This is an optimization exercise on Yosys and OpenROAD, whose aim is small area, a short achievable clock period and few clock cycles per item, not a production implementation. No activity file was given, so power comes from the tool's default toggle rates.

==> inputs of 06-06 <==
// pattern_date_time_parser_top
module pattern_date_time_parser_top (
    input  logic                i_clk,
    input  logic                i_rst_n,
    input  logic                i_in_valid,
    output logic                o_in_stall,
    input  logic [8:0]          i_in_data,
    output logic                o_out_valid,
    input  logic                i_out_stall,
    output logic [50:0]         o_out_data,
    input  logic                i_cfg_wr_en,
    input  logic [0:0]          i_cfg_index,
    input  logic [63:0]         i_cfg_wdata
);
Settings: LEC_CHECK=0, CAP_MARGIN=20, CORE_MARGIN=2, CORE_UTILIZATION=40, SLEW_MARGIN=20; clock period 10.5 ns.
standard.sh (not shown) runs the stock make flow with config.mk's settings and CLKGATE_MAP_FILE= SYNTH_SCRIPT=/design/flow/synth_recipe.tcl, a recipe that flattens the netlist after the stock synthesis.
==> flow/flow/run.sh <==
#!/bin/bash
# Own layout flow: the standard ORFS flow (standard.sh), unchanged except
#  - port buffers use a small fast buffer cell (every port still gets one);
set -euo pipefail
export BUFFER_PORTS_ARGS="-buffer_cell sky130_fd_sc_hd__buf_2"
export SETUP_SLACK_MARGIN=7.5
bash standard.sh > standard.log 2>&1
==> 11-23 (differences from 06-06) <==
--- a/flow/design.v
+++ b/flow/design.v
@@ -62,19 +62,20 @@
     logic [3:0]  c1, c2, cz;
     logic        act1, act2, actz;
     logic        run;
     logic        f0, flex0, y4, yy, isyear, f1, flex1;
     logic        badn, done_fx;
-    logic [1:0]  inc;
+    logic        s_skip, s_fl0d, s_fl0n, s_fl1d, p2, s_fxd, s_fxm, adv1;
+    logic        t2, t2f, t2b;
     logic [1:0]  n_n;
     logic        bad_n, failed_n;
     logic        wr7, wry, wrleap;
     logic        we_mon, we_day, we_hour, we_min, we_sec;
     logic [3:0]  hi;
     logic [6:0]  v7;
     logic [13:0] vy;
-    logic [9:0]  y_in;
+    logic [13:0] y_mac;
     logic        vleap, vynz;
     logic [1:0]  vmc;
     logic [2:0]  vdc;
     logic        vtok_h, vtok_m;
     logic        lo_zero, lo_div4;
@@ -86,44 +87,64 @@
     logic [1:0]  n_mc;
     logic [2:0]  n_dc;
     logic        n_hok, n_mok, n_sok;
     logic [15:0] fld;            
     logic [16:0] nf;             
-    logic [79:0] ent;            
-    logic [39:0] ent1, ent2, ent3;
-    logic [4:0]  w0, w1, w2;
+    logic [95:0] ent;            
+    logic [47:0] ent1, ent2, ent3;
+    logic [5:0]  w0, w1, w2;
     logic [4:0]  idx_p1, idx_p2, idx_n;
     logic        ge_p2, ge_p3;
-    logic        e_l1, e_l2;
+    function automatic logic [13:0] mul10_add(input logic [9:0] y, input logic [3:0] d);
+        logic [13:0] a, b, c, s, cy, p, g, pp, gg, pn, gn;
+        a  = {1'b0, y, 3'b000};
+        b  = {3'b000, y, 1'b0};
+        c  = {10'd0, d};
+        s  = a ^ b ^ c;
+        cy = {((a[12:0] & b[12:0]) | (a[12:0] & c[12:0]) | (b[12:0] & c[12:0])), 1'b0};
+        p  = s ^ cy;
+        g  = s & cy;
+        pp = p;
+        gg = g;
+        for (int k = 1; k < 14; k = k * 2) begin
+            pn = pp;
+            gn = gg;
+            for (int i = k; i < 14; i++) begin
+                gn[i] = gg[i] | (pp[i] & gg[i - k]);
+                pn[i] = pp[i] & pp[i - k];
+            end
+            pp = pn;
+            gg = gn;
+        end
+        mul10_add = p ^ {gg[12:0], 1'b0};
+    endfunction
     assign step = i_valid && (!r_ov || !i_out_stall);
     always_comb begin
         for (int i = 0; i < 16; i++)
             fld[i] = (5'(i) < i_len) && pdtp_pkg::is_field(i_codes[4*i +: 4]);
         nf[16] = 1'b1;
         for (int i = 15; i >= 0; i--)
             nf[i] = nf[i + 1] && !fld[i];
         for (int i = 0; i < 16; i++)
-            ent[5*i +: 5] = {nf[i + 1], i_codes[4*i +: 4]};
+            ent[6*i +: 6] = {5'(i) < i_len, nf[i + 1], i_codes[4*i +: 4]};
         for (int k = 0; k < 8; k++) begin
-            ent1[5*k +: 5] = ent[5*(2*k+1) +: 5];
-            ent2[5*k +: 5] = (k < 7) ? ent[5*(2*k+2) +: 5] : 5'b10000;
-            ent3[5*k +: 5] = (k < 7) ? ent[5*(2*k+3) +: 5] : 5'b10000;
+            ent1[6*k +: 6] = ent[6*(2*k+1) +: 6];
+            ent2[6*k +: 6] = (k < 7) ? ent[6*(2*k+2) +: 6] : 6'b010000;
+            ent3[6*k +: 6] = (k < 7) ? ent[6*(2*k+3) +: 6] : 6'b010000;
         end
     end
     always_comb begin
-        w0   = ent1[5*r_idx[3:1] +: 5];
-        w1   = ent2[5*r_idx[3:1] +: 5];
-        w2   = ent3[5*r_idx[3:1] +: 5];
+        w0   = ent1[6*r_idx[3:1] +: 6];
+        w1   = ent2[6*r_idx[3:1] +: 6];
+        w2   = ent3[6*r_idx[3:1] +: 6];
+        act1 = r_idx[0] ? w1[5] : w0[5];
+        act2 = r_idx[0] ? w2[5] : w1[5];
         c1   = r_idx[0] ? w1[3:0] : w0[3:0];
         c2   = r_idx[0] ? w2[3:0] : w1[3:0];
         ge_p2 = r_idx[0] ? w1[4] : w0[4];
         ge_p3 = r_idx[0] ? w2[4] : w1[4];
         cz   = i_codes[3:0];
-        e_l1   = r_idx == 5'(i_len - 5'd1);
-        e_l2   = r_idx == 5'(i_len - 5'd2);
-        act1   = r_act && !e_l1;
-        act2   = r_act && !e_l1 && !e_l2;
         actz   = i_len != 5'd0;
         idx_p1 = 5'(r_idx + 5'd1);
         idx_p2 = 5'(r_idx + 5'd2);
         run    = !r_failed && r_act;
         f0     = pdtp_pkg::is_field(r_c0);
@@ -133,66 +154,35 @@
         isyear = yy || y4;
         f1     = pdtp_pkg::is_field(c1);
         flex1  = pdtp_pkg::is_flex(c1);
         badn   = r_bad || !i_dig;
         done_fx = y4 ? (r_n == 2'd3) : (r_n == 2'd1);
-        inc      = 2'd0;
-        n_n      = r_n;
-        bad_n    = r_bad;
-        failed_n = r_failed;
-        wr7      = 1'b0;
-        wry      = 1'b0;
-        if (run) begin
-            if (!f0) begin
-                inc = 2'd1;
-            end else if (flex0) begin
-                if (r_n == 2'd0) begin
-                    if (i_dig) begin
-                        n_n = 2'd1;
-                        wr7 = 1'b1;
-                    end else begin
-                        failed_n = 1'b1;
-                    end
-                end else begin
-                    inc = 2'd1;
-                    n_n = 2'd0;
-                    if (i_dig) begin
-                        wr7 = 1'b1;
-                    end else begin
-                        if (!act1 || !f1) begin
-                            inc = 2'd2;
-                        end else if (flex1) begin
-                            failed_n = 1'b1;
-                        end else begin
-                            bad_n = 1'b1;
-                            n_n   = 2'd1;
-                        end
-                    end
-                end
-            end else begin
-                if (done_fx) begin
-                    inc   = 2'd1;
-                    n_n   = 2'd0;
-                    bad_n = 1'b0;
-                end else begin
-                    n_n   = 2'(r_n + 2'd1);
-                    bad_n = badn;
-                end
-                if (isyear)
-                    wry = 1'b1;
-                else if (done_fx)
-                    wr7 = 1'b1;
-            end
-        end
-        idx_n = ({5{inc == 2'd2}} & idx_p2) | ({5{inc == 2'd1}} & idx_p1) |
-                ({5{inc == 2'd0}} & r_idx);
+        s_skip = run && !f0;                             
+        s_fl0d = run && flex0 && !r_n[0] && i_dig;       
+        s_fl0n = run && flex0 && !r_n[0] && !i_dig;      
+        s_fl1d = run && flex0 && r_n[0] && i_dig;        
+        p2     = run && flex0 && r_n[0] && !i_dig;       
+        s_fxd  = run && f0 && !flex0 && done_fx;         
+        s_fxm  = run && f0 && !flex0 && !done_fx;        
+        adv1   = s_skip || s_fl1d || s_fxd;
+        t2     = !act1 || !f1;
+        t2f    = act1 && flex1;
+        t2b    = act1 && f1 && !flex1;
+        wr7    = s_fl0d || s_fl1d || (s_fxd && !isyear);
+        wry    = run && isyear;
+        idx_n    = adv1 ? idx_p1 : p2 ? (t2 ? idx_p2 : idx_p1) : r_idx;
+        n_n      = s_fl0d ? 2'd1 : (s_fl1d || s_fxd) ? 2'd0 :
+                   s_fxm ? 2'(r_n + 2'd1) : p2 ? {1'b0, t2b} : r_n;
+        bad_n    = s_fxd ? 1'b0 : s_fxm ? badn : p2 ? t2b : r_bad;
+        failed_n = s_fl0n || (p2 && t2f) || r_failed;
         matched = !r_failed && r_ge1 &&
                   (!r_act || !f0 || (flex0 && (r_n[0] || i_dig)) || (!flex0 && done_fx));
         hi = (flex0 && r_n == 2'd0) ? 4'd0 : r_a;
-        v7 = (badn && !(flex0 && r_n == 2'd0)) ? 7'd0 : 7'(7'(i_d) + 7'(hi) * 7'd10);
-        y_in = (r_n == 2'd0) ? (yy ? 10'd19 : 10'd0) : r_year[9:0];
-        vy   = badn ? (yy ? 14'd1900 : 14'd0) : 14'(14'(y_in) * 14'd10 + 14'(i_d));
+        v7 = (flex0 && r_n == 2'd0) ? 7'(i_d) : badn ? 7'd0 : 7'(7'(i_d) + 7'(r_a) * 7'd10);
+        y_mac = mul10_add(r_year[9:0], i_d);
+        vy   = badn ? (yy ? 14'd1900 : 14'd0) :
+               (r_n == 2'd0) ? (yy ? 14'(8'd190 + 8'(i_d)) : 14'(i_d)) : y_mac;
         if (badn)
             vynz = yy;
         else if (r_n == 2'd0)
             vynz = yy || (i_d != 4'd0);
         else
@@ -280,15 +270,15 @@
         if (step) begin
             if (i_last) begin
                 r_c0  <= cz;
                 r_act <= actz;
                 r_ge1 <= nf[1];
-            end else if (inc == 2'd1) begin
+            end else if (adv1 || (p2 && !t2)) begin
                 r_c0  <= c1;
                 r_act <= act1;
                 r_ge1 <= ge_p2;
-            end else if (inc == 2'd2) begin
+            end else if (p2) begin
                 r_c0  <= c2;
                 r_act <= act2;
                 r_ge1 <= ge_p3;
             end
         end else if (r_idx == 5'd0) begin
==> flow/flow/run.sh (replaced) <==
#!/bin/bash
# Own layout flow: the standard ORFS flow (standard.sh), unchanged except
#  - port buffers use a small fast buffer cell (every port still gets one);
set -euo pipefail
export BUFFER_PORTS_ARGS="-buffer_cell sky130_fd_sc_hd__buf_2"
export SETUP_SLACK_MARGIN=7.3
bash standard.sh > standard.log 2>&1
==> qor summary <==
quantity	06-06	11-23
Met3 Wirelength	1.030 mm	1.125 mm
Switching power of the nets	0.4554 mW	0.4475 mW
M2 GR Usage	34.82%	33.06%
CP Class	register to register	register to output port
Buffers & Inverters on Critical Path	3	1
Non-Filler Instances	1419	1349
Tmin final	3.561 ns	3.156 ns
Number of signal-net inverters in the final layout	35	33
Run status	timing/DRC/antenna clean	timing/DRC/antenna clean
Initial Utilization	40.78%	40.70%
Measured slew at the worst slew-check pin	0.7670 ns	1.051 ns
Arrival time at the worst endpoint	3.89 ns	1.06 ns
Iteration-0 DRC Markers	635	593
Detailed-route wire length	25.07 mm	24.13 mm
Wire length of the first global-routing pass	39.63 mm	37.30 mm
Die Span Y	158.9 µm	158.3 µm
Total cell area at the placement stage	10660 µm²	10440 µm²
Non-clock buffers	213	159
Share of post-route cells with drive strength above 1	35.64%	25.53%
Slowest cell on the critical path	sky130_fd_sc_hd__or4_4	sky130_fd_sc_hd__edfxtp_1
No functional check of the RTL was part of any run of this note.

-- what the ideal ports hide --
The results above use ideal ports. As a check the final layouts listed here were re-extracted and re-timed, cells and wires unchanged. Step 1 assumes that a clkbuf_16 drives the clock port and a buf_2 every other input. Step 2 moves the port delays by t, midway between the first and last clock arrival at a register: inputs arrive t later, outputs are due t later. That takes back most of the time a late clock gives input paths. Slacks: ideal ports / drivers / drivers and shift; pairs: ideal ports / drivers.
| run | t, ns | setup WS [ns] | worst setup path at the end | latest minus earliest clock arrival (ns) |
|---|---|---|---|---|
| 06-06 | 0.477 | 6.939 / 6.939 / 6.752 | input to register | 0.014 / 0.014 |
| 11-23 | 0.475 | 7.344 / 7.298 / 6.894 | input to register | 0.015 / 0.014 |
After both steps every run listed still meets setup and hold. For 11-23, which loses most, drivers alone change the setup slack by -0.046 ns; drivers and shift together by -0.450 ns.
